What follows belongs to an exercise in optimizing a design on an open flow for small area and few clock cycles per item; a production flow would make more cautious choices. Only simulation tests tie the RTL to the original design; equivalence was not proved. Power is estimated from default activity; no workload was simulated.

## flow/design.v (module list and top-level ports; edited modules follow where they fit)
// module dtsg_sine_rom: 82 lines
// module dtsg_fa: 10 lines
// module dtsg_ha: 9 lines
// module dual_tone_sample_generator_top: 1826 lines
module dual_tone_sample_generator_top (
    input  wire logic                                aclk,
    input  wire logic                                aresetn,
    input  wire logic                                s_tvalid,
    output logic                                     s_tready,
    input  wire logic [dtsg_pkg::S_TDATA_W-1:0]      s_tdata,    
    output logic                                     m_tvalid,
    input  wire logic                                m_tready,
    output logic [dtsg_pkg::M_TDATA_W-1:0]           m_tdata,    
    output logic [0:0]                               m_tuser,    
    input  wire logic                                cfg_wr_en,
    input  wire logic [dtsg_pkg::CFG_INDEX_W-1:0]    cfg_index,
    input  wire logic [dtsg_pkg::CFG_DATA_W-1:0]     cfg_wdata
);
  // ...
==> flow/run.sh <==
#!/bin/bash
# synth_recipe.tcl (not shown) runs the flow's synth.tcl, then flattens the netlist and writes it again
# the make line also repeats each setting of config.mk as NAME=value (left out here)
make -C /OpenROAD-flow-scripts/flow DESIGN_CONFIG=/design/flow/config.mk WORK_HOME=/design/flow/orfs CLKGATE_MAP_FILE= SYNTH_SCRIPT=/design/flow/synth_recipe.tcl finish
==> flow/config.mk <==
export PLATFORM = sky130hd
export DESIGN_NAME = dual_tone_sample_generator_top
export DESIGN_NICKNAME = dual_tone_sample_generator_top
export VERILOG_FILES = /design/flow/design.v
export SDC_FILE = /design/flow/constraint.sdc
export NUM_CORES = 4
export LEC_CHECK = 0
export ABC_AREA = 1
export ABC_CLOCK_PERIOD_IN_PS = 10000
export CAP_MARGIN = 20
export CORE_MARGIN = 2
export CORE_UTILIZATION = 40
export CTS_BUF_LIST = sky130_fd_sc_hd__clkbuf_16
export CTS_CLUSTER_DIAMETER = 80
export CTS_CLUSTER_SIZE = 30
export SLEW_MARGIN = 20
export SYNTH_HIERARCHICAL = 1
export SYNTH_MINIMUM_KEEP_SIZE = 0
==> flow/constraint.sdc <==
create_clock -name core_clock -period 10.0 [get_ports {aclk}]
set_input_delay 2.0000 -clock core_clock [delete_from_list [all_inputs] [get_ports {aclk}]]
set_output_delay 2.0000 -clock core_clock [all_outputs]
set_load 0.01 [all_outputs]
==> results.tsv, run 1 <==
metric	value	unit
pin count of the biggest net entering global routing	65	
met1 usage	28.10	%
DRC violations left	0	
non-clk buf share	3.615	%
setup bufs post-CTS	0	
uppermost routed layer	met4	
gr ovfl total	0	
Longest Clk Path Bufs	3	
Compound-Gate Fraction of Synth Area	4.023	%
vias in the first global route	18294	
chip height	241.9	um
synth cell count leaders	1052 x nand2_1, 287 x fa_1, 274 x inv_1, 226 x edfxtp_1, 203 x nand3_1	
fin crit period	9.514	ns
Crit. End Element	output port	
Top delay family on crit path	adder cells	
post_cts resized	0	
worst-case reg-to-reg path depth	35	
outcome	timing/DRC/antenna clean	
most common cell in the netlist	nand2_1	
num ports	67	
reg2reg end	count_reg[9]$_SDFFCE_PN0P_	
final std cells w/o fill	3454	
Leading cell kind	multi-input gates	
Setup crit end	m_tdata[11]	
initial core utilization	40.31	%
Fin Setup TNS	0	ns
Testbench counts, summed over its fixed seeds: cycles 16,032, items 16,000.
==> module dtsg_sine_rom, before the edit <==
module dtsg_sine_rom (
    input  wire logic [7:0]  addr,
    output logic [14:0]      mag,    
    output logic             neg     
);
    logic [5:0]  idx;
    logic        peak;    
    logic [14:0] q;
    assign neg  = addr[7];
    assign idx  = addr[6] ? 6'd0 - addr[5:0] : addr[5:0];
    assign peak = addr[6] && (addr[5:0] == 6'd0);
    always_comb begin
        case (idx)
            6'd0: q = 15'h0000;
            6'd1: q = 15'h0324;
            6'd2: q = 15'h0648;
            6'd3: q = 15'h096a;
            6'd4: q = 15'h0c8c;
            6'd5: q = 15'h0fab;
            6'd6: q = 15'h12c8;
            6'd7: q = 15'h15e2;
            6'd8: q = 15'h18f9;
            6'd9: q = 15'h1c0b;
            6'd10: q = 15'h1f1a;
            6'd11: q = 15'h2223;
            6'd12: q = 15'h2528;
            6'd13: q = 15'h2826;
            6'd14: q = 15'h2b1f;
            6'd15: q = 15'h2e11;
            6'd16: q = 15'h30fb;
            6'd17: q = 15'h33df;
            6'd18: q = 15'h36ba;
            6'd19: q = 15'h398c;
            6'd20: q = 15'h3c56;
            6'd21: q = 15'h3f17;
            6'd22: q = 15'h41ce;
            6'd23: q = 15'h447a;
            6'd24: q = 15'h471c;
            6'd25: q = 15'h49b4;
            6'd26: q = 15'h4c3f;
            6'd27: q = 15'h4ebf;
            6'd28: q = 15'h5133;
            6'd29: q = 15'h539b;
            6'd30: q = 15'h55f5;
            6'd31: q = 15'h5842;
            6'd32: q = 15'h5a82;
            6'd33: q = 15'h5cb3;
            6'd34: q = 15'h5ed7;
            6'd35: q = 15'h60eb;
            6'd36: q = 15'h62f1;
            6'd37: q = 15'h64e8;
            6'd38: q = 15'h66cf;
            6'd39: q = 15'h68a6;
            6'd40: q = 15'h6a6d;
            6'd41: q = 15'h6c23;
            6'd42: q = 15'h6dc9;
            6'd43: q = 15'h6f5e;
            6'd44: q = 15'h70e2;
            6'd45: q = 15'h7254;
            6'd46: q = 15'h73b5;
            6'd47: q = 15'h7504;
            6'd48: q = 15'h7641;
            6'd49: q = 15'h776b;
            6'd50: q = 15'h7884;
            6'd51: q = 15'h7989;
            6'd52: q = 15'h7a7c;
            6'd53: q = 15'h7b5c;
            6'd54: q = 15'h7c29;
            6'd55: q = 15'h7ce3;
            6'd56: q = 15'h7d89;
            6'd57: q = 15'h7e1d;
            6'd58: q = 15'h7e9c;
            6'd59: q = 15'h7f09;
            6'd60: q = 15'h7f61;
            6'd61: q = 15'h7fa6;
            6'd62: q = 15'h7fd8;
            6'd63: q = 15'h7ff5;
            default: q = 15'h0000;
        endcase
    end
    assign mag = q | {15{peak}};
endmodule
==> run 2, diff against run 1 <==
--- a/flow/design.v
+++ b/flow/design.v
@@ -28,80 +28,293 @@
 );
     logic [5:0]  idx;
     logic        peak;    
-    logic [14:0] q;
+    logic [14:0] q;       
     assign neg  = addr[7];
     assign idx  = addr[6] ? 6'd0 - addr[5:0] : addr[5:0];
     assign peak = addr[6] && (addr[5:0] == 6'd0);
-    always_comb begin
-        case (idx)
-            6'd0: q = 15'h0000;
-            6'd1: q = 15'h0324;
-            6'd2: q = 15'h0648;
-            6'd3: q = 15'h096a;
-            6'd4: q = 15'h0c8c;
-            6'd5: q = 15'h0fab;
-            6'd6: q = 15'h12c8;
-            6'd7: q = 15'h15e2;
-            6'd8: q = 15'h18f9;
-            6'd9: q = 15'h1c0b;
-            6'd10: q = 15'h1f1a;
-            6'd11: q = 15'h2223;
-            6'd12: q = 15'h2528;
-            6'd13: q = 15'h2826;
-            6'd14: q = 15'h2b1f;
-            6'd15: q = 15'h2e11;
-            6'd16: q = 15'h30fb;
-            6'd17: q = 15'h33df;
-            6'd18: q = 15'h36ba;
-            6'd19: q = 15'h398c;
-            6'd20: q = 15'h3c56;
-            6'd21: q = 15'h3f17;
-            6'd22: q = 15'h41ce;
-            6'd23: q = 15'h447a;
-            6'd24: q = 15'h471c;
-            6'd25: q = 15'h49b4;
-            6'd26: q = 15'h4c3f;
-            6'd27: q = 15'h4ebf;
-            6'd28: q = 15'h5133;
-            6'd29: q = 15'h539b;
-            6'd30: q = 15'h55f5;
-            6'd31: q = 15'h5842;
-            6'd32: q = 15'h5a82;
-            6'd33: q = 15'h5cb3;
-            6'd34: q = 15'h5ed7;
-            6'd35: q = 15'h60eb;
-            6'd36: q = 15'h62f1;
-            6'd37: q = 15'h64e8;
-            6'd38: q = 15'h66cf;
-            6'd39: q = 15'h68a6;
-            6'd40: q = 15'h6a6d;
-            6'd41: q = 15'h6c23;
-            6'd42: q = 15'h6dc9;
-            6'd43: q = 15'h6f5e;
-            6'd44: q = 15'h70e2;
-            6'd45: q = 15'h7254;
-            6'd46: q = 15'h73b5;
-            6'd47: q = 15'h7504;
-            6'd48: q = 15'h7641;
-            6'd49: q = 15'h776b;
-            6'd50: q = 15'h7884;
-            6'd51: q = 15'h7989;
-            6'd52: q = 15'h7a7c;
-            6'd53: q = 15'h7b5c;
-            6'd54: q = 15'h7c29;
-            6'd55: q = 15'h7ce3;
-            6'd56: q = 15'h7d89;
-            6'd57: q = 15'h7e1d;
-            6'd58: q = 15'h7e9c;
-            6'd59: q = 15'h7f09;
-            6'd60: q = 15'h7f61;
-            6'd61: q = 15'h7fa6;
-            6'd62: q = 15'h7fd8;
-            6'd63: q = 15'h7ff5;
-            default: q = 15'h0000;
-        endcase
-    end
     assign mag = q | {15{peak}};
+    logic n22, n23, n24, n25, n27, n28, n29, n30, n31, n32, n33, n34;
+    logic n35, n36, n37, n38, n39, n40, n41, n42, n43, n45, n46, n47;
+    logic n48, n49, n50, n51, n52, n53, n54, n55, n57, n58, n59, n60;
+    logic n61, n62, n63, n64, n65, n66, n67, n68, n69, n70, n71, n72;
+    logic n73, n74, n75, n76, n77, n78, n79, n80, n81, n82, n83, n84;
+    logic n85, n86, n87, n88, n89, n90, n92, n93, n94, n95, n96, n97;
+    logic n98, n99, n100, n101, n102, n103, n104, n105, n106, n107, n108, n109;
+    logic n110, n111, n113, n114, n115, n116, n117, n118, n119, n120, n121, n122;
+    logic n123, n124, n125, n126, n127, n128, n129, n130, n131, n132, n134, n135;
+    logic n136, n137, n138, n139, n140, n141, n142, n143, n144, n145, n146, n147;
+    logic n148, n149, n151, n152, n153, n154, n155, n156, n157, n158, n159, n160;
+    logic n161, n162, n163, n164, n165, n166, n167, n168, n169, n170, n171, n172;
+    logic n173, n174, n176, n177, n178, n179, n180, n181, n182, n183, n184, n185;
+    logic n186, n187, n188, n189, n190, n191, n192, n194, n195, n196, n197, n198;
+    logic n199, n200, n201, n202, n203, n204, n205, n206, n207, n208, n209, n210;
+    logic n211, n212, n213, n214, n215, n216, n218, n219, n220, n221, n222, n223;
+    logic n224, n225, n226, n227, n228, n229, n230, n232, n233, n234, n235, n236;
+    logic n237, n238, n239, n241, n242, n243, n244, n245, n246, n247, n248, n249;
+    logic n250, n251, n252, n253, n254, n255, n257, n258, n259, n260, n261, n262;
+    logic n263, n264, n265, n266, n267, n268, n269, n270, n272, n273, n274, n275;
+    logic n276, n277, n278, n279, n280, n281;
+    assign n22 = ~idx[3] & ~idx[2];
+    assign n23 = ~idx[3] & ~idx[1];
+    assign n24 = idx[4] & ~n23;
+    assign n25 = ~n22 & n24;
+    assign q[14] = idx[5] | n25;
+    assign n27 = ~idx[3] & ~idx[0];
+    assign n28 = ~n23 & ~n27;
+    assign n29 = ~idx[2] & ~n28;
+    assign n30 = idx[5] & ~n29;
+    assign n31 = idx[3] & ~idx[0];
+    assign n32 = idx[4] & ~idx[1];
+    assign n33 = ~n31 & n32;
+    assign n34 = idx[3] & idx[2];
+    assign n35 = ~n22 & ~n34;
+    assign n36 = n33 & n35;
+    assign n37 = idx[3] & idx[1];
+    assign n38 = ~idx[4] & idx[0];
+    assign n39 = n37 & n38;
+    assign n40 = ~n36 & ~n39;
+    assign n41 = ~idx[4] & ~n34;
+    assign n42 = n40 & n41;
+    assign n43 = ~n25 & ~n42;
+    assign q[13] = n30 | n43;
+    assign n45 = idx[5] & idx[4];
+    assign n46 = n35 & ~n45;
+    assign n47 = q[14] & n46;
+    assign n48 = ~idx[5] & ~idx[4];
+    assign n49 = ~n35 & n48;
+    assign n50 = idx[2] & ~idx[1];
+    assign n51 = ~idx[2] & idx[0];
+    assign n52 = idx[1] & n51;
+    assign n53 = ~n50 & ~n52;
+    assign n54 = n41 & ~n53;
+    assign n55 = ~n49 & ~n54;
+    assign q[12] = ~n47 & n55;
+    assign n57 = ~idx[2] & ~idx[1];
+    assign n58 = idx[5] & n57;
+    assign n59 = idx[5] & idx[1];
+    assign n60 = ~idx[3] & ~n53;
+    assign n61 = n59 & ~n60;
+    assign n62 = ~n58 & ~n61;
+    assign n63 = n41 & ~n62;
+    assign n64 = ~idx[3] & n57;
+    assign n65 = idx[5] & ~idx[4];
+    assign n66 = ~n64 & ~n65;
+    assign n67 = ~n63 & ~n66;
+    assign n68 = idx[4] & idx[3];
+    assign n69 = ~idx[1] & ~n68;
+    assign n70 = ~idx[5] & ~n69;
+    assign n71 = ~n37 & n70;
+    assign n72 = ~n51 & n71;
+    assign n73 = idx[2] & ~n68;
+    assign n74 = idx[4] & ~idx[2];
+    assign n75 = idx[1] & n74;
+    assign n76 = ~n73 & ~n75;
+    assign n77 = n70 & n76;
+    assign n78 = ~n59 & ~n74;
+    assign n79 = ~idx[3] & ~n45;
+    assign n80 = ~n78 & n79;
+    assign n81 = ~idx[4] & ~idx[1];
+    assign n82 = n34 & n81;
+    assign n83 = ~n80 & ~n82;
+    assign n84 = ~n77 & n83;
+    assign n85 = idx[2] & idx[0];
+    assign n86 = ~idx[2] & ~idx[0];
+    assign n87 = ~n85 & ~n86;
+    assign n88 = ~n71 & n87;
+    assign n89 = ~n84 & n88;
+    assign n90 = ~n72 & ~n89;
+    assign q[11] = ~n67 & n90;
+    assign n92 = idx[2] & n32;
+    assign n93 = ~idx[0] & ~n92;
+    assign n94 = ~n84 & ~n93;
+    assign n95 = n45 & ~n57;
+    assign n96 = idx[2] & idx[1];
+    assign n97 = ~n58 & ~n96;
+    assign n98 = ~idx[4] & n31;
+    assign n99 = ~n97 & n98;
+    assign n100 = ~n95 & ~n99;
+    assign n101 = ~n25 & ~n100;
+    assign n102 = idx[0] & ~n64;
+    assign n103 = ~idx[5] & ~n37;
+    assign n104 = ~n102 & n103;
+    assign n105 = ~n64 & ~n96;
+    assign n106 = n104 & ~n105;
+    assign n107 = ~idx[5] & n50;
+    assign n108 = n81 & ~n107;
+    assign n109 = ~idx[0] & n108;
+    assign n110 = ~n106 & ~n109;
+    assign n111 = ~n101 & n110;
+    assign q[10] = ~n94 & n111;
+    assign n113 = idx[5] & idx[2];
+    assign n114 = idx[0] & n113;
+    assign n115 = ~idx[1] & ~n114;
+    assign n116 = ~n53 & ~n115;
+    assign n117 = n100 & ~n116;
+    assign n118 = idx[3] & ~n117;
+    assign n119 = n71 & n86;
+    assign n120 = ~idx[4] & n27;
+    assign n121 = ~n33 & ~n120;
+    assign n122 = idx[5] & ~n121;
+    assign n123 = ~idx[4] & idx[1];
+    assign n124 = ~idx[5] & idx[0];
+    assign n125 = ~n123 & ~n124;
+    assign n126 = ~n28 & ~n125;
+    assign n127 = idx[0] & n92;
+    assign n128 = n37 & n48;
+    assign n129 = ~n127 & ~n128;
+    assign n130 = ~n126 & n129;
+    assign n131 = ~n122 & n130;
+    assign n132 = ~n119 & n131;
+    assign q[9] = n118 | ~n132;
+    assign n134 = ~idx[3] & idx[0];
+    assign n135 = ~n48 & ~n74;
+    assign n136 = n134 & ~n135;
+    assign n137 = ~idx[5] & idx[4];
+    assign n138 = idx[1] & n137;
+    assign n139 = idx[2] & ~idx[0];
+    assign n140 = n138 & n139;
+    assign n141 = ~n127 & ~n140;
+    assign n142 = ~n136 & n141;
+    assign n143 = idx[3] & idx[0];
+    assign n144 = ~n37 & n137;
+    assign n145 = ~n59 & ~n144;
+    assign n146 = n143 & ~n145;
+    assign n147 = n31 & ~n75;
+    assign n148 = ~n108 & n147;
+    assign n149 = ~n146 & ~n148;
+    assign q[8] = ~n142 | ~n149;
+    assign n151 = idx[5] & ~idx[3];
+    assign n152 = ~idx[2] & ~n151;
+    assign n153 = n32 & ~n152;
+    assign n154 = ~idx[2] & n137;
+    assign n155 = ~n107 & ~n154;
+    assign n156 = idx[3] & ~n155;
+    assign n157 = ~n153 & ~n156;
+    assign n158 = ~n143 & ~n157;
+    assign n159 = idx[3] & ~idx[2];
+    assign n160 = idx[0] & n159;
+    assign n161 = n157 & n160;
+    assign n162 = ~idx[5] & idx[1];
+    assign n163 = ~idx[0] & ~n162;
+    assign n164 = ~n58 & n163;
+    assign n165 = ~idx[4] & idx[3];
+    assign n166 = ~n164 & n165;
+    assign n167 = idx[2] & n45;
+    assign n168 = n27 & n167;
+    assign n169 = n22 & n48;
+    assign n170 = n85 & n138;
+    assign n171 = ~n169 & ~n170;
+    assign n172 = ~n168 & n171;
+    assign n173 = ~n166 & n172;
+    assign n174 = ~n161 & n173;
+    assign q[7] = ~n158 & n174;
+    assign n176 = idx[4] & n27;
+    assign n177 = ~n85 & ~n124;
+    assign n178 = n41 & ~n177;
+    assign n179 = ~n176 & ~n178;
+    assign n180 = n59 & ~n179;
+    assign n181 = idx[2] & n37;
+    assign n182 = ~n64 & ~n181;
+    assign n183 = ~idx[4] & ~n182;
+    assign n184 = ~idx[1] & idx[0];
+    assign n185 = ~n74 & ~n184;
+    assign n186 = ~n69 & ~n185;
+    assign n187 = ~n162 & ~n184;
+    assign n188 = n159 & ~n187;
+    assign n189 = n107 & ~n176;
+    assign n190 = ~n188 & ~n189;
+    assign n191 = ~n186 & n190;
+    assign n192 = ~n183 & n191;
+    assign q[6] = ~n180 & n192;
+    assign n194 = n51 & n162;
+    assign n195 = ~n154 & ~n167;
+    assign n196 = ~n194 & n195;
+    assign n197 = ~n134 & ~n196;
+    assign n198 = ~n31 & ~n197;
+    assign n199 = ~idx[4] & n113;
+    assign n200 = ~q[10] & n199;
+    assign n201 = n86 & n151;
+    assign n202 = ~n59 & n68;
+    assign n203 = n139 & n202;
+    assign n204 = ~n201 & ~n203;
+    assign n205 = ~n200 & n204;
+    assign n206 = n31 & ~n81;
+    assign n207 = ~n138 & n206;
+    assign n208 = n205 & n207;
+    assign n209 = ~n198 & ~n208;
+    assign n210 = ~idx[5] & ~n85;
+    assign n211 = n115 & ~n210;
+    assign n212 = ~q[12] & n211;
+    assign n213 = ~n75 & ~n154;
+    assign n214 = ~n92 & n134;
+    assign n215 = n213 & n214;
+    assign n216 = ~n212 & ~n215;
+    assign q[5] = n209 | ~n216;
+    assign n218 = idx[3] & ~n210;
+    assign n219 = ~q[9] & n218;
+    assign n220 = idx[3] & n53;
+    assign n221 = n45 & ~n60;
+    assign n222 = ~n220 & n221;
+    assign n223 = idx[1] & n87;
+    assign n224 = ~n48 & ~n223;
+    assign n225 = ~idx[3] & ~n224;
+    assign n226 = ~n58 & ~n107;
+    assign n227 = n93 & ~n226;
+    assign n228 = ~n178 & ~n227;
+    assign n229 = ~n225 & n228;
+    assign n230 = ~n222 & n229;
+    assign q[4] = ~n219 & n230;
+    assign n232 = ~n23 & n85;
+    assign n233 = ~idx[4] & n64;
+    assign n234 = ~n232 & ~n233;
+    assign n235 = ~n144 & ~n234;
+    assign n236 = n65 & n188;
+    assign n237 = ~idx[5] & ~n40;
+    assign n238 = ~n236 & ~n237;
+    assign n239 = ~n235 & n238;
+    assign q[3] = n205 & n239;
+    assign n241 = n34 & ~n123;
+    assign n242 = ~n137 & n241;
+    assign n243 = ~n106 & ~n242;
+    assign n244 = idx[0] & ~n243;
+    assign n245 = ~n38 & n159;
+    assign n246 = ~n167 & ~n245;
+    assign n247 = n61 & n246;
+    assign n248 = n27 & n107;
+    assign n249 = ~n36 & ~n140;
+    assign n250 = ~n248 & n249;
+    assign n251 = ~n31 & ~n124;
+    assign n252 = ~n213 & ~n251;
+    assign n253 = ~n99 & ~n252;
+    assign n254 = n250 & n253;
+    assign n255 = ~n247 & n254;
+    assign q[2] = n244 | ~n255;
+    assign n257 = idx[4] & ~idx[0];
+    assign n258 = ~n104 & ~n257;
+    assign n259 = ~n137 & ~n258;
+    assign n260 = n50 & n251;
+    assign n261 = idx[5] & ~n186;
+    assign n262 = n260 & n261;
+    assign n263 = ~n38 & ~n257;
+    assign n264 = ~idx[5] & n263;
+    assign n265 = n181 & ~n264;
+    assign n266 = ~n162 & n245;
+    assign n267 = n75 & n134;
+    assign n268 = ~n266 & ~n267;
+    assign n269 = ~n265 & n268;
+    assign n270 = ~n262 & n269;
+    assign q[1] = ~n259 & n270;
+    assign n272 = ~n168 & ~n263;
+    assign n273 = n61 & n272;
+    assign n274 = n78 & n86;
+    assign n275 = ~n266 & n274;
+    assign n276 = ~n82 & n171;
+    assign n277 = ~n275 & n276;
+    assign n278 = ~n109 & n260;
+    assign n279 = ~n50 & n71;
+    assign n280 = ~n278 & ~n279;
+    assign n281 = n277 & n280;
+    assign q[0] = ~n273 & n281;
 endmodule
 `default_nettype wire
 `default_nettype none
--- a/flow/config.mk
+++ b/flow/config.mk
@@ -11,8 +11,8 @@
 export CORE_MARGIN = 2
 export CORE_UTILIZATION = 40
 export CTS_BUF_LIST = sky130_fd_sc_hd__clkbuf_16
-export CTS_CLUSTER_DIAMETER = 80
-export CTS_CLUSTER_SIZE = 30
+export CTS_CLUSTER_DIAMETER = 60
+export CTS_CLUSTER_SIZE = 24
 export SLEW_MARGIN = 20
 export SYNTH_HIERARCHICAL = 1
 export SYNTH_MINIMUM_KEEP_SIZE = 0
==> results.tsv, run 2 <==
metric	value	unit	change
biggest cell delay along the critical path	0.55	ns	about the same
final clock skew	0.04143	ns	was 0.03419 ns
Layout Utilization	44.57	%	was 43.50%
synthesized area per cell	8.987	um2	was 8.418 um2
CP Data Required Time	8.00	ns	about the same
Post-CTS Hold Fix Bufs	0		unchanged
syn_nets	2837		was 3103
post-synthesis sequential area ratio	31.16	%	was 30.15%
DRT Pass-1 Iters	6		was 5
DRT iter0 DRCs	1112		was 1346
Ant. Diodes	0		unchanged
initial core utilization	40.55	%	was 40.31%
Pwr Total	6.712	mW	was 6.072 mW
Synth Flop Type	edfxtp_1		unchanged
CP max stage cell	clkdlybuf4s50_1		unchanged
IO Port Bufs	59		unchanged
Max-slew headroom	40.82	%	was 35.26%
DR WL/cell	17.28	um	was 17.10 um
#FFs+latches synth	228		unchanged
vias after detailed routing	16408		was 17931
Critical Path Start Type	flop		unchanged
CP Class	flop to output port		unchanged
most common cell in the netlist	nand2_1		unchanged
Fin Setup TNS	0	ns	unchanged
leading post-synthesis cells by cell area	edfxtp_1 31%, fa_1 26%, nand2_1 14%, inv_1 4.7%, ha_1 3.7%		was edfxtp_1 30%, fa_1 25%, nand2_1 17%, inv_1 4.5%, nand3_1 4.5%
worst-case reg-to-reg path depth	35		unchanged
mux cell area share after synthesis	0	%	unchanged
Crit. End Element	output port		unchanged
FF/Latch Area	6827	um2	unchanged
Hold Crit Depth	2		unchanged
simple logic cell fraction of the synthesized area	23.48	%	was 27.45%
PD cells	278.7	nW/um2	was 248.5 nW/um2
Root Driver	clkbuf_16		unchanged
post-synthesis adder-cell area fraction	29.88	%	was 29.68%
CTS Buf Count	22		was 13
Peak VDD IR	386.9	uV	was 381.0 uV
Longest Clk Path Bufs	3		unchanged
Fin. Hold Viols	0		unchanged
most frequent cells in the layout	811 x nand2_1, 287 x fa_1, 268 x inv_1		was 1052 x nand2_1, 287 x fa_1, 271 x inv_1
htree depth	1		unchanged
XOR/XNOR Fraction of Synth Area	1.553	%	was 1.503%
RSZ-0062 raised after global routing	no		unchanged
most common cell after layout, fill and taps aside	nand2_1		unchanged
HP Class	flop to flop		unchanged
crit-path max FO	15		unchanged
vias in the first global route	17074		was 18294
area occupied by multi-input gates	13600	um2	was 14240 um2
final cycle utilization of the critical path	94.57	%	was 95.14%
CTS tree	built		unchanged
Worst-Skew Late Latency	0.54	ns	was 0.50 ns
most frequent CP cell	nand2_1		unchanged
die area	56660	um2	was 58530 um2
Post-synth EDFFs	226		unchanged
pin count of the biggest net entering global routing	58		was 65
Leak	9.548	nW	was 10.14 nW
GRT Resource Usage Total	20.11	%	was 20.29%
Compound-Gate Fraction of Synth Area	6.921	%	was 4.023%
synthesis-to-layout area growth	9.902	%	was 7.907%
Routed Antenna Nets	0		unchanged
final setup violation count	0		unchanged
num ports	67		unchanged
largest family of logic cells by synthesized area	adder cells		unchanged
nets@finish	2872		was 3106
Via density	5.152		was 5.191
global-route wire length before repair	90820	um	was 96320 um
initial antenna violation count	0		was 1
gp weighted congestion	0.9489		was 0.9003
chip height	238.0	um	was 241.9 um
CP arrival	7.46	ns	was 7.51 ns
Die X	238.0	um	was 241.9 um
dpl hpwl	42200	um	was 43970 um
cell accounting for the most synthesized area	edfxtp_1		unchanged
Slew Limit Fails	0		unchanged
DRC violations left	0		unchanged
measured slew at the worst slew-check pin	0.8867	ns	was 0.9688 ns
fill cell count	5209		was 5644
gr ovfl total	0		unchanged
Post-Route WL	55020	um	was 59050 um
count of max-cap constraint violations	0		unchanged
CTS clk-pin slew, worst paths	0.07	ns	was 0.11 ns
area of the core	54030	um2	was 56170 um2
Post-Syn Area	21910	um2	was 22640 um2
Yosys cell types	62		was 49
fmax	105.7	MHz	was 105.1 MHz
async set-or-reset flop fraction in the synthesized netlist	0	%	unchanged
yosys warns	7		was 8
outcome	timing/DRC/antenna clean		unchanged
CTS sink cnt	228		unchanged
Cell Rows	85		was 87
synth cell count leaders	811 x nand2_1, 287 x fa_1, 273 x inv_1, 226 x edfxtp_1, 196 x nor2_1		was 1052 x nand2_1, 287 x fa_1, 274 x inv_1, 226 x edfxtp_1, 203 x nand3_1
share of the synthesized area in the top cell type	30.97	%	was 29.97%
fin crit period	9.457	ns	was 9.514 ns
Synth Instances	2438		was 2690
share of cells above drive strength 1	8.959	%	was 5.115%
[run 2: cell type report]
type                       count  share of cell area, %
sequential                   228                  28.35
timing repair buffer          93                  3.565
clock buffer                  23                  2.390
tap                          696                  3.617
multi-input combinational   1835                  56.48
inverter                     293                  4.635
clock inverter                17                 0.9665
[run 2: cell families (layout without fill, tap and decap cells)]
logic type / Yosys count / in the layout
AND/OR/NAND/NOR: 1216 / 1216
flip-flops: 228 / 228
AO/OA/AOI/OAI: 236 / 236
adder cells (fa/ha/maj): 351 / 351
XOR/XNOR: 32 / 32
buffers and inverters: 375 / 426
[run 2: final timing paths]
check                               from                          end  slack [ns]
max reg2reg   count_reg[1]$_SDFFCE_PN0P_   count_reg[2]$_SDFFCE_PN0P_        2.24
min          phase_zero_reg$_SDFFE_PN1P_  phase_zero_reg$_SDFFE_PN1P_        0.49
max              tone_mode_reg$_DFFE_PP_                  m_tdata[11]        0.54
min reg2reg  phase_zero_reg$_SDFFE_PN1P_  phase_zero_reg$_SDFFE_PN1P_        0.49
[run 2: repair_timing]
item,in CTS,in global routing
gates resized for setup,0,4
setup buffers,1,5
endpoints found under the setup margin,1,5
[run 2: critical path, delay by kind of cell, from the launching register on]
kind	cells	cell delay (ns)
buffers and inverters	4	1.11
AND/OR/NAND/NOR	11	1.09
flip-flops	1	0.49
AO/OA/AOI/OAI	1	0.06
XOR/XNOR	1	0.11
adder cells (fa/ha/maj)	9	4.06
[run 2: Yosys stat by module, one instance, submodules excluded]
module / cells / cell area, um2
dtsg_ha: 1 / 12.51
dtsg_sine_rom: 257 / 1421
dtsg_fa: 1 / 20.02
dual_tone_sample_generator_top: 1602 / 12880
[run 2: report_power, final]
group          internal [mW]  total, mW  switching [mW]
clock network          0.500      0.916           0.416
registers               1.18       1.33           0.149
logic                   2.08       4.47            2.40
total                   3.75       6.71            2.96
[run 2: routing by layer]
metal / part of all wire [%] / GRT usage (%) / vias up
met2: 47 / 33.78 / 532
li1: - / - / 7810
met5: 0 / 0 / -
met1: 45 / 28.07 / 7978
met4: 2.2 / 4.792 / 0
met3: 5.7 / 2.175 / 88
[run 2: metrics by stage]
stage               hold WS, ns  instances  area [um2]  worst slack, ns
global placement         0.4741       3138       23190           0.6392
finish                   0.4875       3185       24080           0.5428
global route             0.5135       3185       24080           0.1278
floorplan                0.4195       2438       21910            1.412
detailed placement       0.4801       3138       23190           0.5567
CTS                      0.4911       3179       24000           0.1893
Testbench counts of run 2, summed over its fixed seeds: cycles 16,032, items 16,000.
==> run 3, diff against run 2 <==
--- a/flow/config.mk
+++ b/flow/config.mk
@@ -12,7 +12,7 @@
 export CORE_UTILIZATION = 40
 export CTS_BUF_LIST = sky130_fd_sc_hd__clkbuf_16
 export CTS_CLUSTER_DIAMETER = 60
-export CTS_CLUSTER_SIZE = 24
+export CTS_CLUSTER_SIZE = 30
 export SLEW_MARGIN = 20
 export SYNTH_HIERARCHICAL = 1
 export SYNTH_MINIMUM_KEEP_SIZE = 0
==> results.tsv, run 3 <==
metric	value	unit	change
final setup violation count	0		unchanged
CTS tree	built		unchanged
CP max stage cell	clkdlybuf4s50_1		unchanged
Fin Setup TNS	0	ns	unchanged
Psw	2.960	mW	unchanged
most frequent cells in the layout	811 x nand2_1, 287 x fa_1, 268 x inv_1		unchanged
DRT iter0 DRCs	1112		unchanged
Peak VDD IR	386.9	uV	unchanged
Crit. End Element	output port		unchanged
fin crit period	9.457	ns	unchanged
Clk pwr share	13.6	%	about the same
pin count of the biggest net entering global routing	58		unchanged
crit-path max FO	15		unchanged
Synth Instances	2438		unchanged
DR WL/cell	17.28	um	unchanged
htree depth	1		unchanged
synthesized area per cell	8.987	um2	unchanged
yosys warns	7		unchanged
chip height	238.0	um	unchanged
Hold Crit Depth	2		unchanged
Post-CTS Hold Fix Bufs	0		unchanged
CP arrival	7.46	ns	about the same
mux cell area share after synthesis	0	%	unchanged
CP Class	flop to output port		unchanged
Leak	9.548	nW	unchanged
DRT Pass-1 Iters	6		unchanged
Synth Flop Type	edfxtp_1		unchanged
Fin. Hold Viols	0		unchanged
worst-case reg-to-reg path depth	35		unchanged
PD cells	278.7	nW/um2	unchanged
Critical Path Start Type	flop		unchanged
sequential share of power	19.7	%	about the same
vias in the first global route	17074		unchanged
internal power	3.752	mW	unchanged
HP Class	flop to flop		unchanged
num ports	67		unchanged
synthesis-to-layout area growth	9.902	%	unchanged
post-synthesis sequential area ratio	31.16	%	unchanged
most common cell in the netlist	nand2_1		unchanged
Routed Antenna Nets	0		unchanged
die area	56660	um2	unchanged
IO Port Bufs	59		unchanged
initial antenna violation count	0		unchanged
Post-Syn Area	21910	um2	unchanged
Slew Limit Fails	0		unchanged
CTS clk-pin slew, worst paths	0.07	ns	about the same
Final Cell Area	24080	um2	unchanged
Worst-Skew Late Latency	0.54	ns	about the same
final cycle utilization of the critical path	94.57	%	unchanged
Layout Utilization	44.57	%	unchanged
async set-or-reset flop fraction in the synthesized netlist	0	%	unchanged
area occupied by multi-input gates	13600	um2	unchanged
Cell Rows	85		unchanged
initial core utilization	40.55	%	unchanged
gr ovfl total	0		unchanged
share of cells above drive strength 1	8.959	%	unchanged
vias after detailed routing	16408		unchanged
leading post-synthesis cells by cell area	edfxtp_1 31%, fa_1 26%, nand2_1 14%, inv_1 4.7%, ha_1 3.7%		unchanged
most common cell after layout, fill and taps aside	nand2_1		unchanged
dpl hpwl	42200	um	unchanged
most frequent CP cell	nand2_1		unchanged
Max-slew headroom	40.82	%	unchanged
biggest cell delay along the critical path	0.55	ns	about the same
sw frac	44.10	%	unchanged
cell accounting for the most synthesized area	edfxtp_1		unchanged
nets@finish	2872		unchanged
Die X	238.0	um	unchanged
XOR/XNOR Fraction of Synth Area	1.553	%	unchanged
syn_nets	2837		unchanged
Root Driver	clkbuf_16		unchanged
Comb power frac	66.6	%	about the same
area of the core	54030	um2	unchanged
fmax	105.7	MHz	unchanged
Longest Clk Path Bufs	3		unchanged
Via density	5.152		unchanged
count of max-cap constraint violations	0		unchanged
RSZ-0062 raised after global routing	no		unchanged
Ant. Diodes	0		unchanged
placed inst area	23190	um2	unchanged
Compound-Gate Fraction of Synth Area	6.921	%	unchanged
outcome	timing/DRC/antenna clean		unchanged
post-synthesis adder-cell area fraction	29.88	%	unchanged
final clock skew	0.04143	ns	unchanged
gp weighted congestion	0.9489		unchanged
#FFs+latches synth	228		unchanged
Pwr Total	6.712	mW	unchanged
measured slew at the worst slew-check pin	0.8867	ns	unchanged
DRC violations left	0		unchanged
CP Data Required Time	8.00	ns	about the same
synth cell count leaders	811 x nand2_1, 287 x fa_1, 273 x inv_1, 226 x edfxtp_1, 196 x nor2_1		unchanged
global-route wire length before repair	90820	um	unchanged
largest family of logic cells by synthesized area	adder cells		unchanged
share of the synthesized area in the top cell type	30.97	%	unchanged
simple logic cell fraction of the synthesized area	23.48	%	unchanged
CTS sink cnt	228		unchanged
Yosys cell types	62		unchanged
fill cell count	5209		unchanged
Post-Route WL	55020	um	unchanged
FF/Latch Area	6827	um2	unchanged
GRT Resource Usage Total	20.11	%	unchanged
CTS Buf Count	22		unchanged
Post-synth EDFFs	226		unchanged
-- run 3: worst paths after layout --
kind                                                   from                          end  slack, ns
worst max-delay path                tone_mode_reg$_DFFE_PP_                  m_tdata[11]       0.54
worst min-delay path            phase_zero_reg$_SDFFE_PN1P_  phase_zero_reg$_SDFFE_PN1P_       0.49
worst max register to register   count_reg[1]$_SDFFCE_PN0P_   count_reg[2]$_SDFFCE_PN0P_       2.24
worst min register to register  phase_zero_reg$_SDFFE_PN1P_  phase_zero_reg$_SDFFE_PN1P_       0.49
-- run 3: layout make-up --
| cell class | instances | area share [%] |
|---|---|---|
| Inverter | 293 | 4.635 |
| Timing Repair Buffer | 93 | 3.565 |
| Tap cell | 696 | 3.617 |
| Clock buffer | 23 | 2.390 |
| Clock inverter | 17 | 0.9665 |
| Sequential cell | 228 | 28.35 |
| Multi-Input combinational cell | 1835 | 56.48 |
-- run 3: through the flow --
step | setup WS, ns | hold slack (ns) | cells
finish | 0.5428 | 0.4875 | 3185
global route | 0.1278 | 0.5135 | 3185
CTS | 0.1893 | 0.4911 | 3179
detailed placement | 0.5567 | 0.4801 | 3138
global placement | 0.6392 | 0.4741 | 3138
floorplan | 1.412 | 0.4195 | 2438
-- run 3: cells by family (layout without fill, tap and decap cells) --
family,Yosys count,in the layout
AOI/OAI and AO/OA,236,236
xor gates and xnor gates,32,32
adders and majority gates,351,351
buffers and inverters,375,426
DFF,228,228
and+or+nand+nor,1216,1216
-- run 3: layer usage --
layer,vias to the layer above,GRT usage (%),part of all wire (%)
li1,7810,-,-
met1,7978,28.07,45
met2,532,33.78,47
met4,0,4.792,2.2
met5,-,0,0
met3,88,2.175,5.7
-- run 3: power groups by stage --
stage / clock (mW) / sequential [mW] / combinational (mW)
floorplan: 0 / 1.27 / 3.14
global placement: 0 / 1.34 / 4.43
detailed placement: 0 / 1.34 / 4.51
CTS: 0.940 / 1.32 / 4.53
global route: 0.970 / 1.34 / 5.05
finish: 0.916 / 1.33 / 4.47
-- run 3: critical path: cells and delay by family (launching register included) --
family | cells | cell delay (ns)
adders and majority gates | 9 | 4.06
buffers and inverters | 4 | 1.11
and+or+nand+nor | 11 | 1.09
DFF | 1 | 0.49
xor gates and xnor gates | 1 | 0.11
AOI/OAI and AO/OA | 1 | 0.06
-- run 3: Yosys stat by module (local to each module, per instance) --
module | flip-flops and latches | cells | area [um2]
dtsg_fa | 0 | 1 | 20.02
dtsg_ha | 0 | 1 | 12.51
dual_tone_sample_generator_top | 228 | 1602 | 12880
dtsg_sine_rom | 0 | 257 | 1421
-- run 3: repair_timing --
action / in CTS / in global routing
hold endpoints to repair: 0 / 0
endpoints found under the setup margin: 1 / 5
cloned: 0 / 0
buffers inserted: 1 / 5
gates resized for setup: 0 / 4
==> run 4, diff against run 3 <==
--- a/flow/config.mk
+++ b/flow/config.mk
@@ -11,7 +11,7 @@
 export CORE_MARGIN = 2
 export CORE_UTILIZATION = 40
 export CTS_BUF_LIST = sky130_fd_sc_hd__clkbuf_16
-export CTS_CLUSTER_DIAMETER = 60
+export CTS_CLUSTER_DIAMETER = 70
 export CTS_CLUSTER_SIZE = 30
 export SLEW_MARGIN = 20
 export SYNTH_HIERARCHICAL = 1
==> results.tsv, run 4 <==
metric	value	unit	change
outcome	timing/DRC/antenna clean		unchanged
DRT iter0 DRCs	1047		was 1112
Fin. Hold Viols	0		unchanged
Post-Syn Area	21910	um2	unchanged
fin crit period	9.461	ns	was 9.457 ns
Peak VDD IR	386.9	uV	about the same
measured slew at the worst slew-check pin	0.8897	ns	was 0.8867 ns
Placed Instances	3138		unchanged
vias after detailed routing	16348		was 16408
area of the core	54030	um2	unchanged
DR WL/cell	17.27	um	was 17.28 um
most common cell after layout, fill and taps aside	nand2_1		unchanged
Fin Setup TNS	0	ns	unchanged
Yosys cell types	62		unchanged
Post-synth EDFFs	226		unchanged
Longest Clk Path Bufs	3		unchanged
synthesis-to-layout area growth	9.531	%	was 9.902%
CTS Buf Count	19		was 22
initial antenna violation count	0		unchanged
dpl hpwl	42200	um	unchanged
IO Port Bufs	59		unchanged
final cycle utilization of the critical path	94.61	%	was 94.57%
Slew Limit Fails	0		unchanged
share of the synthesized area in the top cell type	30.97	%	unchanged
leading post-synthesis cells by cell area	edfxtp_1 31%, fa_1 26%, nand2_1 14%, inv_1 4.7%, ha_1 3.7%		unchanged
cell accounting for the most synthesized area	edfxtp_1		unchanged
Via density	5.144		was 5.152
GRT Resource Usage Total	20.11	%	about the same
pin count of the biggest net entering global routing	58		unchanged
CP Data Required Time	8.00	ns	about the same
Pwr Total	6.624	mW	was 6.712 mW
#FFs+latches synth	228		unchanged
RSZ-0062 raised after global routing	no		unchanged
Synth Flop Type	edfxtp_1		unchanged
HP Class	flop to flop		unchanged
Routed Antenna Nets	0		unchanged
Synth Instances	2438		unchanged
final clock skew	0.03793	ns	was 0.04143 ns
chip height	238.0	um	unchanged
DRC violations left	0		unchanged
htree depth	1		unchanged
fmax	105.7	MHz	about the same
die area	56660	um2	unchanged
gr ovfl total	0		unchanged
CP Class	flop to output port		unchanged
Cell Rows	85		unchanged
Root Driver	clkbuf_16		unchanged
share of cells above drive strength 1	8.703	%	was 8.959%
post-synthesis sequential area ratio	31.16	%	unchanged
Crit. End Element	output port		unchanged
post-route setup slack	0.5390	ns	was 0.5428 ns
CTS sink cnt	228		unchanged
num ports	67		unchanged
most frequent cells in the layout	811 x nand2_1, 287 x fa_1, 267 x inv_1		was 811 x nand2_1, 287 x fa_1, 268 x inv_1
synthesized area per cell	8.987	um2	unchanged
gp weighted congestion	0.9489		unchanged
CP arrival	7.46	ns	about the same
nets@finish	2869		was 2872
final setup violation count	0		unchanged
Max-slew headroom	40.62	%	was 40.82%
dpl ws	0.5567	ns	unchanged
syn_nets	2837		unchanged
PD cells	276.0	nW/um2	was 278.7 nW/um2
CTS clk-pin slew, worst paths	0.10	ns	was 0.07 ns
Ant. Diodes	0		unchanged
global-route wire length before repair	90690	um	was 90820 um
Post-Route WL	54900	um	was 55020 um
Die X	238.0	um	unchanged
most common cell in the netlist	nand2_1		unchanged
CTS tree	built		unchanged
count of max-cap constraint violations	0		unchanged
DRT Pass-1 Iters	5		was 6
Critical Path Start Type	flop		unchanged
synth cell count leaders	811 x nand2_1, 287 x fa_1, 273 x inv_1, 226 x edfxtp_1, 196 x nor2_1		unchanged
Worst-Skew Late Latency	0.53	ns	was 0.54 ns
fill cell count	5210		was 5209
crit-path max FO	11		was 15
final std cells w/o fill	3178		was 3185
vias in the first global route	17018		was 17074
yosys warns	7		unchanged
async set-or-reset flop fraction in the synthesized netlist	0	%	unchanged
initial core utilization	40.55	%	unchanged
Leak	9.497	nW	was 9.548 nW
-- run 4: path summary, 6_finish.rpt --
path / slack (ns) / end / depth (start not counted) / startpoint
worst max-delay path: 0.54 / m_tdata[11] / 27 / tone_mode_reg$_DFFE_PP_
worst max register to register: 2.27 / count_reg[1]$_SDFFCE_PN0P_ / 35 / count_reg[1]$_SDFFCE_PN0P_
worst min-delay path: 0.49 / phase_zero_reg$_SDFFE_PN1P_ / 2 / phase_zero_reg$_SDFFE_PN1P_
worst min register to register: 0.49 / phase_zero_reg$_SDFFE_PN1P_ / 2 / phase_zero_reg$_SDFFE_PN1P_
-- run 4: routing by layer --
| metal | global-route usage, % | up-vias | wire [um] |
|---|---|---|---|
| met4 | 4.905 | 0 | 1102 |
| li1 | - | 7800 | - |
| met2 | 33.80 | 466 | 26220 |
| met5 | 0 | - | 0 |
| met1 | 27.99 | 7999 | 24660 |
| met3 | 2.186 | 83 | 2918 |
-- run 4: kinds of logic after synthesis --
kind of cell,share of synthesized area [%]
DFF,31.16
buffers and inverters,7.007
AOI/OAI and AO/OA,6.921
adders and majority gates,29.88
xor gates and xnor gates,1.553
and+or+nand+nor,23.48
-- run 4: final cells by class --
class                      instances  area, um2  share of cell area, %
sequential                       228       6827                  28.45
tap                              696      870.8                  3.629
inverter                         293       1116                  4.651
multi-input combinational       1835      13600                  56.67
clock inverter                    14      251.5                  1.048
timing repair buffer              93      858.3                  3.577
clock buffer                      19      475.5                  1.981
-- run 4: modules after synthesis, one instance, submodules excluded --
module,cells,area (um2)
dtsg_ha,1,12.51
dtsg_sine_rom,257,1421
dual_tone_sample_generator_top,1602,12880
dtsg_fa,1,20.02
-- run 4: where the power goes --
part	internal [mW]	switching, mW	total (mW)
registers	1.18	0.149	1.32
logic	2.08	2.40	4.47
clock network	0.396	0.430	0.826
-- run 4: per-stage QoR --
stage | utilization [%] | hold slack, ns | area (um2)
6_report | 44.42 | 0.4918 | 24000
5_1_grt | 44.42 | 0.5187 | 24000
4_1_cts | 44.28 | 0.4959 | 23920
3_5_place_dp | 42.92 | 0.4801 | 23190
3_3_place_gp | 42.92 | 0.4741 | 23190
2_1_floorplan | - | 0.4195 | 21910
-- run 4: repair_timing --
action | in CTS | in global routing
gates cloned | 0 | 0
setup buffers | 1 | 5
gates resized for setup | 0 | 4
hold buffers | 0 | 0
endpoints found under the setup margin | 1 | 5
-- run 4: critical path, stage by stage (launching register included) --
cell and delay (ns):
edfxtp_1 0.49, buf_4 0.20, nand2_1 0.07, nand2_1 0.12
inv_1 0.40, nand2_1 0.15, fa_1 0.58, fa_1 0.43
fa_1 0.40, fa_1 0.54, fa_1 0.44, nand2_1 0.07
o21ai_0 0.12, a221oi_1 0.22, nand2_1 0.09, nand2_1 0.13
nand2_1 0.07, nand2_1 0.10, nand2_1 0.06, nand2_1 0.10
nand2_1 0.06, nand2_1 0.09, inv_1 0.06, fa_1 0.37
fa_1 0.39, fa_1 0.51, xnor2_1 0.11, clkdlybuf4s50_1 0.55
==> run 5, diff against run 4 <==
==> flow/flow/run.sh (new file) <==
#!/bin/bash
# Standard layout, with the port buffers made of the smallest buffer cell.
export BUFFER_PORTS_ARGS="-buffer_cell sky130_fd_sc_hd__buf_1"
cp standard.sh standard.sh.txt
bash standard.sh > standard.log 2>&1
==> flow/standard.sh (new file) <==
#!/bin/bash
# synth_recipe.tcl (not shown) runs the flow's synth.tcl, then flattens the netlist and writes it again
# the make line also repeats each setting of config.mk as NAME=value (left out here)
make -C /OpenROAD-flow-scripts/flow DESIGN_CONFIG=/design/flow/config.mk WORK_HOME=/design/flow/orfs CLKGATE_MAP_FILE= SYNTH_SCRIPT=/design/flow/synth_recipe.tcl "${@:-finish}"
--- a/flow/config.mk
+++ b/flow/config.mk
@@ -11,8 +11,8 @@
 export CORE_MARGIN = 2
 export CORE_UTILIZATION = 40
 export CTS_BUF_LIST = sky130_fd_sc_hd__clkbuf_16
-export CTS_CLUSTER_DIAMETER = 70
-export CTS_CLUSTER_SIZE = 30
+export CTS_CLUSTER_DIAMETER = 60
+export CTS_CLUSTER_SIZE = 24
 export SLEW_MARGIN = 20
 export SYNTH_HIERARCHICAL = 1
 export SYNTH_MINIMUM_KEEP_SIZE = 0
removed: flow/run.sh
==> results.tsv, run 5 <==
metric	value	unit	change
outcome	timing/DRC/antenna clean		unchanged
Critical Path Start Type	flop		unchanged
final cycle utilization of the critical path	94.08	%	was 94.61%
pin count of the biggest net entering global routing	78		was 58
Root Driver	clkbuf_16		unchanged
synth cell count leaders	811 x nand2_1, 287 x fa_1, 273 x inv_1, 226 x edfxtp_1, 196 x nor2_1		unchanged
measured slew at the worst slew-check pin	0.9418	ns	was 0.8897 ns
Pwr Total	6.268	mW	was 6.624 mW
Fin Setup TNS	0	ns	unchanged
area of the core	54030	um2	unchanged
num ports	67		unchanged
DRT Pass-1 Iters	5		unchanged
most frequent cells in the layout	811 x nand2_1, 287 x fa_1, 272 x inv_1		was 811 x nand2_1, 287 x fa_1, 267 x inv_1
Synth Instances	2438		unchanged
Cell Rows	85		unchanged
hold wc startpoint	phase_zero_reg$_SDFFE_PN1P_		unchanged
CTS Buf Count	24		was 19
async set-or-reset flop fraction in the synthesized netlist	0	%	unchanged
Synth Flop Type	edfxtp_1		unchanged
fill cell count	5290		was 5210
leading post-synthesis cells by cell area	edfxtp_1 31%, fa_1 26%, nand2_1 14%, inv_1 4.7%, ha_1 3.7%		unchanged
CP arrival	7.41	ns	was 7.46 ns
Slew Limit Fails	0		unchanged
Post-CTS Hold Fix Bufs	0		unchanged
Hold Crit Depth	2		unchanged
CTS sink cnt	228		unchanged
Longest Clk Path Bufs	3		unchanged
final setup violation count	0		unchanged
nets@finish	2868		was 2869
biggest cell delay along the critical path	0.62	ns	was 0.58 ns
GRT Resource Usage Total	20.07	%	was 20.11%
Post-Syn Area	21910	um2	unchanged
Ant. Diodes	0		unchanged
dpl ws	1.136	ns	was 0.5567 ns
global-route wire length before repair	90250	um	was 90690 um
Post-synth EDFFs	226		unchanged
HP Class	flop to flop		unchanged
Die X	238.0	um	unchanged
RSZ-0062 raised after global routing	no		unchanged
Via density	5.213		was 5.144
htree depth	1		unchanged
chip height	238.0	um	unchanged
Fin. Hold Viols	0		unchanged
CTS tree	built		unchanged
dpl hpwl	42750	um	was 42200 um
most frequent CP cell	nand2_1		unchanged
final clock skew	0.02201	ns	was 0.03793 ns
vias in the first global route	16882		was 17018
vias after detailed routing	16587		was 16348
r2r setup slk	2.78	ns	was 2.27 ns
initial antenna violation count	0		unchanged
fmax	106.3	MHz	was 105.7 MHz
Yosys cell types	62		unchanged
post_cts resized	0		unchanged
post-route setup slack	0.5923	ns	was 0.5390 ns
post-synthesis sequential area ratio	31.16	%	unchanged
CP max stage cell	edfxtp_1		was fa_1
worst-case reg-to-reg path depth	35		unchanged
gp weighted congestion	0.9426		was 0.9489
Peak VDD IR	242.7	uV	was 386.9 uV
most common cell after layout, fill and taps aside	nand2_1		unchanged
reg2reg end	count_reg[21]$_SDFFCE_PN0P_		was count_reg[1]$_SDFFCE_PN0P_
WHS Endpoint	phase_zero_reg$_SDFFE_PN1P_		unchanged
Layout Utilization	43.81	%	was 44.42%
share of the synthesized area in the top cell type	30.97	%	unchanged
#FFs+latches synth	228		unchanged
RR Startpoint	count_reg[1]$_SDFFCE_PN0P_		unchanged
DR WL/cell	17.64	um	was 17.27 um
crit-path max FO	16		was 11
Worst setup startpoint	tone_mode_reg$_DFFE_PP_		unchanged
initial core utilization	40.55	%	unchanged
syn_nets	2837		unchanged
DRC violations left	0		unchanged
PD cells	264.8	nW/um2	was 276.0 nW/um2
share of cells above drive strength 1	8.608	%	was 8.703%
synthesized area per cell	8.987	um2	unchanged
Post-Route WL	56130	um	was 54900 um
Routed Antenna Nets	0		unchanged
Max-slew headroom	37.21	%	was 40.62%
synthesis-to-layout area growth	8.041	%	was 9.531%
setup bufs post-CTS	0		was 1
Crit. End Element	output port		unchanged
yosys warns	7		unchanged
cell accounting for the most synthesized area	edfxtp_1		unchanged
Hold Slack	0.5010	ns	was 0.4918 ns
IO Port Bufs	59		unchanged
FF/Latch Area	6827	um2	unchanged
CTS clk-pin slew, worst paths	0.07	ns	was 0.10 ns
count of max-cap constraint violations	0		unchanged
Worst-Skew Late Latency	0.54	ns	was 0.53 ns
CP Data Required Time	8.00	ns	about the same
area occupied by multi-input gates	13600	um2	unchanged
DRT iter0 DRCs	1272		was 1047
fin crit period	9.408	ns	was 9.461 ns
die area	56660	um2	unchanged
gr ovfl total	0		unchanged
Leak	9.379	nW	was 9.497 nW
CP Class	flop to output port		unchanged
most common cell in the netlist	nand2_1		unchanged
==> run 5: cell counts after synthesis <==
No cell type changed its count.
==> run 5: layout make-up <==
cell class / instances / area share (%)
tap: 696 / 3.679
multi-input combinational: 1835 / 57.45
inverter: 293 / 4.667
clock inverter: 19 / 0.9144
clock buffer: 24 / 2.537
timing repair buffer: 87 / 1.913
sequential: 228 / 28.84
==> run 5: per-stage QoR <==
stage,cells,instance area (um2)
after CTS,3181,23640
after global placement,3138,22830
after floorplan,2438,21910
after detailed placement,3138,22830
final,3182,23670
after global routing,3182,23670
==> run 5: worst max-delay path: cells and delay by family, from the launching register on <==
| kind | cells | cell delay [ns] |
|---|---|---|
| adders and majority gates | 9 | 4.08 |
| and+or+nand+nor | 11 | 1.08 |
| buffers and inverters | 4 | 0.89 |
| DFF | 1 | 0.62 |
| xor gates and xnor gates | 1 | 0.12 |
| AOI/OAI and AO/OA | 1 | 0.06 |
==> run 5: worst max path at each step <==
stage / cells past startpoint / slack [ns] / to
after floorplan: 27 / 1.41 / m_tdata[11]
after global placement: 26 / 1.20 / m_tdata[11]
after detailed placement: 26 / 1.14 / m_tdata[11]
after CTS: 26 / 0.55 / m_tdata[11]
after global routing: 26 / 0.01 / m_tdata[11]
final: 26 / 0.59 / m_tdata[11]
==> run 5: kinds of logic after synthesis <==
| kind of cell | after synthesis | share of synthesized area, % |
|---|---|---|
| fa+ha+maj | 351 | 29.88 |
| simple gates | 1216 | 23.48 |
| buf+inv | 375 | 7.007 |
| compound gates | 236 | 6.921 |
| flops | 228 | 31.16 |
| xor+xnor | 32 | 1.553 |
==> run 5: per-layer routing <==
layer | up-vias | track usage, % | share of wire [%]
met2 | 544 | 33.27 | 48
met3 | 76 | 2.372 | 6.2
met4 | 0 | 5.795 | 2.6
li1 | 7816 | - | -
met1 | 8151 | 27.86 | 44
met5 | - | 0 | 0
==> run 5: Yosys stat by module (local to each module, per instance) <==
module,cells inside,flip-flops and latches,times used,cell area [um2]
dual_tone_sample_generator_top,1602,228,1,12880
dtsg_ha,1,0,35,12.51
dtsg_fa,1,0,287,20.02
dtsg_sine_rom,257,0,2,1421
==> run 5: report_power, final <==
group / internal (mW) / total (mW) / switching [mW]
logic: 1.66 / 4.02 / 2.36
registers: 1.18 / 1.34 / 0.159
clock network: 0.506 / 0.913 / 0.407
total: 3.35 / 6.27 / 2.92
==> run 6, diff against run 5 <==
==> flow/flow/run.sh (replaced) <==
#!/bin/bash
# The standard layout (standard.sh), with two changes:
#  - the port buffers are the smallest buffer cell (buf_1)
#  - clock tree synthesis without dummy loads
export BUFFER_PORTS_ARGS="-buffer_cell sky130_fd_sc_hd__buf_1"
export CTS_ARGS="-sink_clustering_enable -repair_clock_nets -sink_clustering_size 24 -sink_clustering_max_diameter 60 -buf_list sky130_fd_sc_hd__clkbuf_16 -dont_use_dummy_load"
bash standard.sh > standard.log 2>&1
==> results.tsv, run 6 <==
metric	value	unit	change
post_cts resized	0		unchanged
gr ovfl total	0		unchanged
Peak VDD IR	242.8	uV	was 242.7 uV
Leak	9.280	nW	was 9.379 nW
reg2reg end	count_reg[21]$_SDFFCE_PN0P_		unchanged
simple logic cell fraction of the synthesized area	23.48	%	unchanged
Compound-Gate Fraction of Synth Area	6.921	%	unchanged
Yosys cell types	62		unchanged
syn_nets	2837		unchanged
final cycle utilization of the critical path	94.08	%	about the same
PD cells	260.4	nW/um2	was 264.8 nW/um2
#FFs+latches synth	228		unchanged
Ant. Diodes	0		unchanged
Root Driver	clkbuf_16		unchanged
post-synthesis sequential area ratio	31.16	%	unchanged
Hold Slack	0.5044	ns	was 0.5010 ns
DRT Pass-1 Iters	5		unchanged
Worst setup startpoint	tone_mode_reg$_DFFE_PP_		unchanged
Fin. Hold Viols	0		unchanged
setup bufs post-CTS	0		unchanged
r2r setup slk	2.75	ns	was 2.78 ns
leading post-synthesis cells by cell area	edfxtp_1 31%, fa_1 26%, nand2_1 14%, inv_1 4.7%, ha_1 3.7%		unchanged
measured slew at the worst slew-check pin	0.9471	ns	was 0.9418 ns
Post-Syn Area	21910	um2	unchanged
synth cell count leaders	811 x nand2_1, 287 x fa_1, 273 x inv_1, 226 x edfxtp_1, 196 x nor2_1		unchanged
Critical Path Start Type	flop		unchanged
RR Startpoint	count_reg[1]$_SDFFCE_PN0P_		unchanged
async set-or-reset flop fraction in the synthesized netlist	0	%	unchanged
CP Data Required Time	8.00	ns	about the same
placed inst area	22830	um2	unchanged
Slew Limit Fails	0		unchanged
Post-synth EDFFs	226		unchanged
gp weighted congestion	0.9426		unchanged
Worst-Skew Late Latency	0.54	ns	about the same
Layout Utilization	43.41	%	was 43.81%
nets@finish	2868		unchanged
share of cells above drive strength 1	8.026	%	was 8.608%
Setup crit end	m_tdata[11]		unchanged
share of the synthesized area in the top cell type	30.97	%	unchanged
vias after detailed routing	16550		was 16587
CTS Buf Count	24		unchanged
Post-CTS Hold Fix Bufs	0		unchanged
num ports	67		unchanged
CP arrival	7.41	ns	about the same
crit-path max FO	16		unchanged
Die X	238.0	um	unchanged
most common cell in the netlist	nand2_1		unchanged
post-synthesis adder-cell area fraction	29.88	%	unchanged
IO Port Bufs	59		unchanged
DRC violations left	0		unchanged
outcome	timing/DRC/antenna clean		unchanged
final std cells w/o fill	3163		was 3182
CTS sink cnt	228		unchanged
final clock skew	0.05945	ns	was 0.02201 ns
worst-case reg-to-reg path depth	35		unchanged
die area	56660	um2	unchanged
synthesized area per cell	8.987	um2	unchanged
initial core utilization	40.55	%	unchanged
RSZ-0062 raised after global routing	no		unchanged
largest family of logic cells by synthesized area	adder cells		unchanged
cell accounting for the most synthesized area	edfxtp_1		unchanged
synthesis-to-layout area growth	7.053	%	was 8.041%
global-route wire length before repair	90050	um	was 90250 um
Synth Instances	2438		unchanged
Post-Route WL	55970	um	was 56130 um
fmax	106.3	MHz	about the same
hold wc startpoint	phase_zero_reg$_SDFFE_PN1P_		unchanged
chip height	238.0	um	unchanged
most frequent CP cell	nand2_1		unchanged
Via density	5.232		was 5.213
CP Class	flop to output port		unchanged
XOR/XNOR Fraction of Synth Area	1.553	%	unchanged
vias in the first global route	16819		was 16882
HP Class	flop to flop		unchanged
Longest Clk Path Bufs	3		unchanged
DR WL/cell	17.70	um	was 17.64 um
Synth Flop Type	edfxtp_1		unchanged
Fin Setup TNS	0	ns	unchanged
final setup violation count	0		unchanged
area of the core	54030	um2	unchanged
fin crit period	9.408	ns	about the same
Final Cell Area	23460	um2	was 23670 um2
Max-slew headroom	36.86	%	was 37.21%
CTS clk-pin slew, worst paths	0.07	ns	about the same
count of max-cap constraint violations	0		unchanged
most frequent cells in the layout	811 x nand2_1, 287 x fa_1, 271 x inv_1		was 811 x nand2_1, 287 x fa_1, 272 x inv_1
CTS tree	built		unchanged
Placed Instances	3138		unchanged
Pwr Total	6.107	mW	was 6.268 mW
GRT Resource Usage Total	20.04	%	was 20.07%
Crit. End Element	output port		unchanged
mux cell area share after synthesis	0	%	unchanged
dpl ws	1.136	ns	unchanged
yosys warns	7		unchanged
htree depth	1		unchanged
dpl hpwl	42750	um	unchanged
pin count of the biggest net entering global routing	78		unchanged
DRT iter0 DRCs	1233		was 1272
most common cell after layout, fill and taps aside	nand2_1		unchanged
initial antenna violation count	0		unchanged
CP max stage cell	edfxtp_1		unchanged
Routed Antenna Nets	0		unchanged
Cell Rows	85		unchanged
biggest cell delay along the critical path	0.62	ns	about the same
post-route setup slack	0.5919	ns	was 0.5923 ns
[run 6: cell counts after synthesis]
Identical to the previous run, type by type.
[run 6: cell type report]
cell class | count | area, um2
Fill cell | 5291 | 30570
Multi-Input combinational cell | 1835 | 13600
Sequential cell | 228 | 6827
Inverter | 293 | 1105
Tap cell | 696 | 870.8
Clock buffer | 24 | 600.6
Timing Repair Buffer | 87 | 452.9
[run 6: cells by family (layout without fill, tap and decap cells)]
kind of cell | Yosys count | after routing
flip-flops | 228 | 228
XOR/XNOR | 32 | 32
AND/OR/NAND/NOR | 1216 | 1216
buffers and inverters | 375 | 404
AO/OA/AOI/OAI | 236 | 236
adder cells (fa/ha/maj) | 351 | 351
[run 6: metal layers]
| layer | part of all wire, % | GRT usage, % |
|---|---|---|
| met1 | 44 | 27.75 |
| met2 | 48 | 33.34 |
| met3 | 6.1 | 2.395 |
| met4 | 2.7 | 5.625 |
| met5 | 0 | 0 |
[run 6: worst min path at each step]
stage | cells after the start | end | slack, ns
floorplan | 2 | phase_zero_reg$_SDFFE_PN1P_ | 0.42
global placement | 2 | phase_zero_reg$_SDFFE_PN1P_ | 0.47
detailed placement | 2 | phase_zero_reg$_SDFFE_PN1P_ | 0.50
CTS | 2 | phase_zero_reg$_SDFFE_PN1P_ | 0.51
global route | 2 | phase_zero_reg$_SDFFE_PN1P_ | 0.53
finish | 2 | phase_zero_reg$_SDFFE_PN1P_ | 0.50
[run 6: where the power goes]
| part | total (mW) | internal [mW] | switching [mW] | leakage [nW] |
|---|---|---|---|---|
| Clock | 0.753 | 0.419 | 0.334 | 0.296 |
| Combinational | 4.02 | 1.66 | 2.36 | 6.72 |
| Sequential | 1.34 | 1.18 | 0.159 | 2.26 |
| Total | 6.11 | 3.26 | 2.85 | 9.28 |
[run 6: per-module statistics from Yosys (local to each module, per instance)]
module | area (um2) | flip-flops and latches | copies in the design | cells inside
dtsg_sine_rom | 1421 | 0 | 2 | 257
dual_tone_sample_generator_top | 12880 | 228 | 1 | 1602
dtsg_fa | 20.02 | 0 | 287 | 1
dtsg_ha | 12.51 | 0 | 35 | 1
[run 6: critical path: cells and delay by family (launching register included)]
| kind | cells | cell delay, ns |
|---|---|---|
| adder cells (fa/ha/maj) | 9 | 4.08 |
| AND/OR/NAND/NOR | 11 | 1.08 |
| buffers and inverters | 4 | 0.90 |
| AO/OA/AOI/OAI | 1 | 0.06 |
| XOR/XNOR | 1 | 0.12 |
| flip-flops | 1 | 0.62 |
==> run 7, diff against run 6 <==
==> flow/flow/run.sh (replaced) <==
#!/bin/bash
# The standard layout (standard.sh), with two changes:
#  - the port buffers are the smallest buffer cell (buf_1)
#  - clock tree synthesis without dummy loads
export BUFFER_PORTS_ARGS="-buffer_cell sky130_fd_sc_hd__buf_1"
export CTS_ARGS="-sink_clustering_enable -repair_clock_nets -sink_clustering_size 30 -sink_clustering_max_diameter 70 -buf_list sky130_fd_sc_hd__clkbuf_16 -dont_use_dummy_load"
bash standard.sh > standard.log 2>&1
--- a/flow/config.mk
+++ b/flow/config.mk
@@ -9,7 +9,7 @@
 export ABC_CLOCK_PERIOD_IN_PS = 10000
 export CAP_MARGIN = 20
 export CORE_MARGIN = 2
-export CORE_UTILIZATION = 40
+export CORE_UTILIZATION = 60
 export CTS_BUF_LIST = sky130_fd_sc_hd__clkbuf_16
 export CTS_CLUSTER_DIAMETER = 60
 export CTS_CLUSTER_SIZE = 24
==> results.tsv, run 7 <==
metric	value	unit	change
Hold Slack	0.4888	ns	was 0.5044 ns
crit-path max FO	15		was 16
gr ovfl total	0		unchanged
Fin. Hold Viols	0		unchanged
Cell Rows	69		was 85
CTS tree	built		unchanged
synthesized area per cell	8.987	um2	unchanged
PD cells	263.0	nW/um2	was 260.4 nW/um2
post-route setup slack	0.4998	ns	was 0.5919 ns
initial core utilization	61.30	%	was 40.55%
async set-or-reset flop fraction in the synthesized netlist	0	%	unchanged
Post-synth EDFFs	226		unchanged
GRT Resource Usage Total	29.00	%	was 20.04%
most common cell in the netlist	nand2_1		unchanged
most frequent cells in the layout	811 x nand2_1, 287 x fa_1, 271 x inv_1		unchanged
Leak	9.171	nW	was 9.280 nW
CP arrival	7.50	ns	was 7.41 ns
num ports	67		unchanged
final clock skew	0.08177	ns	was 0.05945 ns
DR WL/cell	18.19	um	was 17.70 um
outcome	timing/DRC/antenna clean		unchanged
CP Data Required Time	8.00	ns	about the same
count of max-cap constraint violations	0		unchanged
final cycle utilization of the critical path	95.00	%	was 94.08%
setup bufs post-CTS	0		unchanged
leading post-synthesis cells by cell area	edfxtp_1 31%, fa_1 26%, nand2_1 14%, inv_1 4.7%, ha_1 3.7%		unchanged
#FFs+latches synth	228		unchanged
DRC violations left	0		unchanged
Worst-Skew Late Latency	0.55	ns	was 0.54 ns
Die X	195.1	um	was 238.0 um
Synth Flop Type	edfxtp_1		unchanged
synthesis-to-layout area growth	4.854	%	was 7.053%
Routed Antenna Nets	0		unchanged
initial antenna violation count	0		unchanged
area of the core	35740	um2	was 54030 um2
Crit. End Element	output port		unchanged
htree depth	1		unchanged
CTS Buf Count	21		was 24
HP Class	flop to flop		unchanged
post-synthesis sequential area ratio	31.16	%	unchanged
pin count of the biggest net entering global routing	73		was 78
Post-Route WL	52920	um	was 55970 um
most frequent CP cell	nand2_1		unchanged
dpl ws	1.033	ns	was 1.136 ns
Yosys cell types	62		unchanged
fmax	105.3	MHz	was 106.3 MHz
vias after detailed routing	16622		was 16550
nets@finish	2850		was 2868
yosys warns	7		unchanged
run 7: cell counts after synthesis:
Identical to the previous run, type by type.
run 7: path summary, 6_finish.rpt:
| path | endpoint | depth (start not counted) | slack, ns | from |
|---|---|---|---|---|
| worst max-delay path | m_tdata[11] | 26 | 0.50 | tone_mode_reg$_DFFE_PP_ |
| worst min-delay path | phase_zero_reg$_SDFFE_PN1P_ | 2 | 0.49 | phase_zero_reg$_SDFFE_PN1P_ |
| worst max register to register | count_reg[19]$_SDFFCE_PN0P_ | 35 | 2.18 | count_reg[1]$_SDFFCE_PN0P_ |
| worst min register to register | phase_zero_reg$_SDFFE_PN1P_ | 2 | 0.49 | phase_zero_reg$_SDFFE_PN1P_ |
run 7: through the flow:
step	instances	total power [mW]	area (um2)
final	2910	6.042	22970
after global routing	2910	6.707	22970
after CTS	2909	6.095	22950
after detailed placement	2888	5.387	22420
after global placement	2888	5.224	22420
after floorplan	2438	4.407	21910
run 7: cell families after synthesis:
kind of cell	count (synthesis)	share of synthesized area [%]
buffers and inverters	375	7.007
adder cells (fa/ha/maj)	351	29.88
AND/OR/NAND/NOR	1216	23.48
flip-flops	228	31.16
XOR/XNOR	32	1.553
AO/OA/AOI/OAI	236	6.921
run 7: cell type report:
cell class / count / share of cell area (%)
tap: 461 / 2.511
timing repair buffer: 72 / 1.481
clock buffer: 21 / 2.287
inverter: 293 / 4.809
sequential: 228 / 29.72
multi-input combinational: 1835 / 59.20
run 7: critical path, delay by kind of cell, from the launching register on:
kind | cells | cell delay (ns)
buffers and inverters | 4 | 0.93
xor gates and xnor gates | 1 | 0.11
adders and majority gates | 9 | 4.20
DFF | 1 | 0.59
and+or+nand+nor | 11 | 1.11
AOI/OAI and AO/OA | 1 | 0.06
run 7: routing by layer:
layer / routed length, um / up-vias / global-route usage (%)
met5: 0 / - / 0
met4: 1292 / 0 / 7.351
met3: 4027 / 96 / 4.093
met2: 25260 / 673 / 48.28
met1: 22340 / 8100 / 40.52
li1: - / 7753 / -
run 7: power breakdown:
group	internal [mW]	switching, mW
logic	1.65	2.34
clock network	0.368	0.329
registers	1.18	0.173
run 7: per-module statistics from Yosys (local to each module, per instance):
module,times used,cells inside
dual_tone_sample_generator_top,1,1602
dtsg_sine_rom,2,257
dtsg_fa,287,1
dtsg_ha,35,1

Check on run 7: ideal ports give 0.500 ns setup slack; a clkbuf_16 on the clock port and buf_2 on the inputs give 0.444 ns; moving port delays by the midpoint clock arrival (0.569 ns) as well gives 1.012 ns.
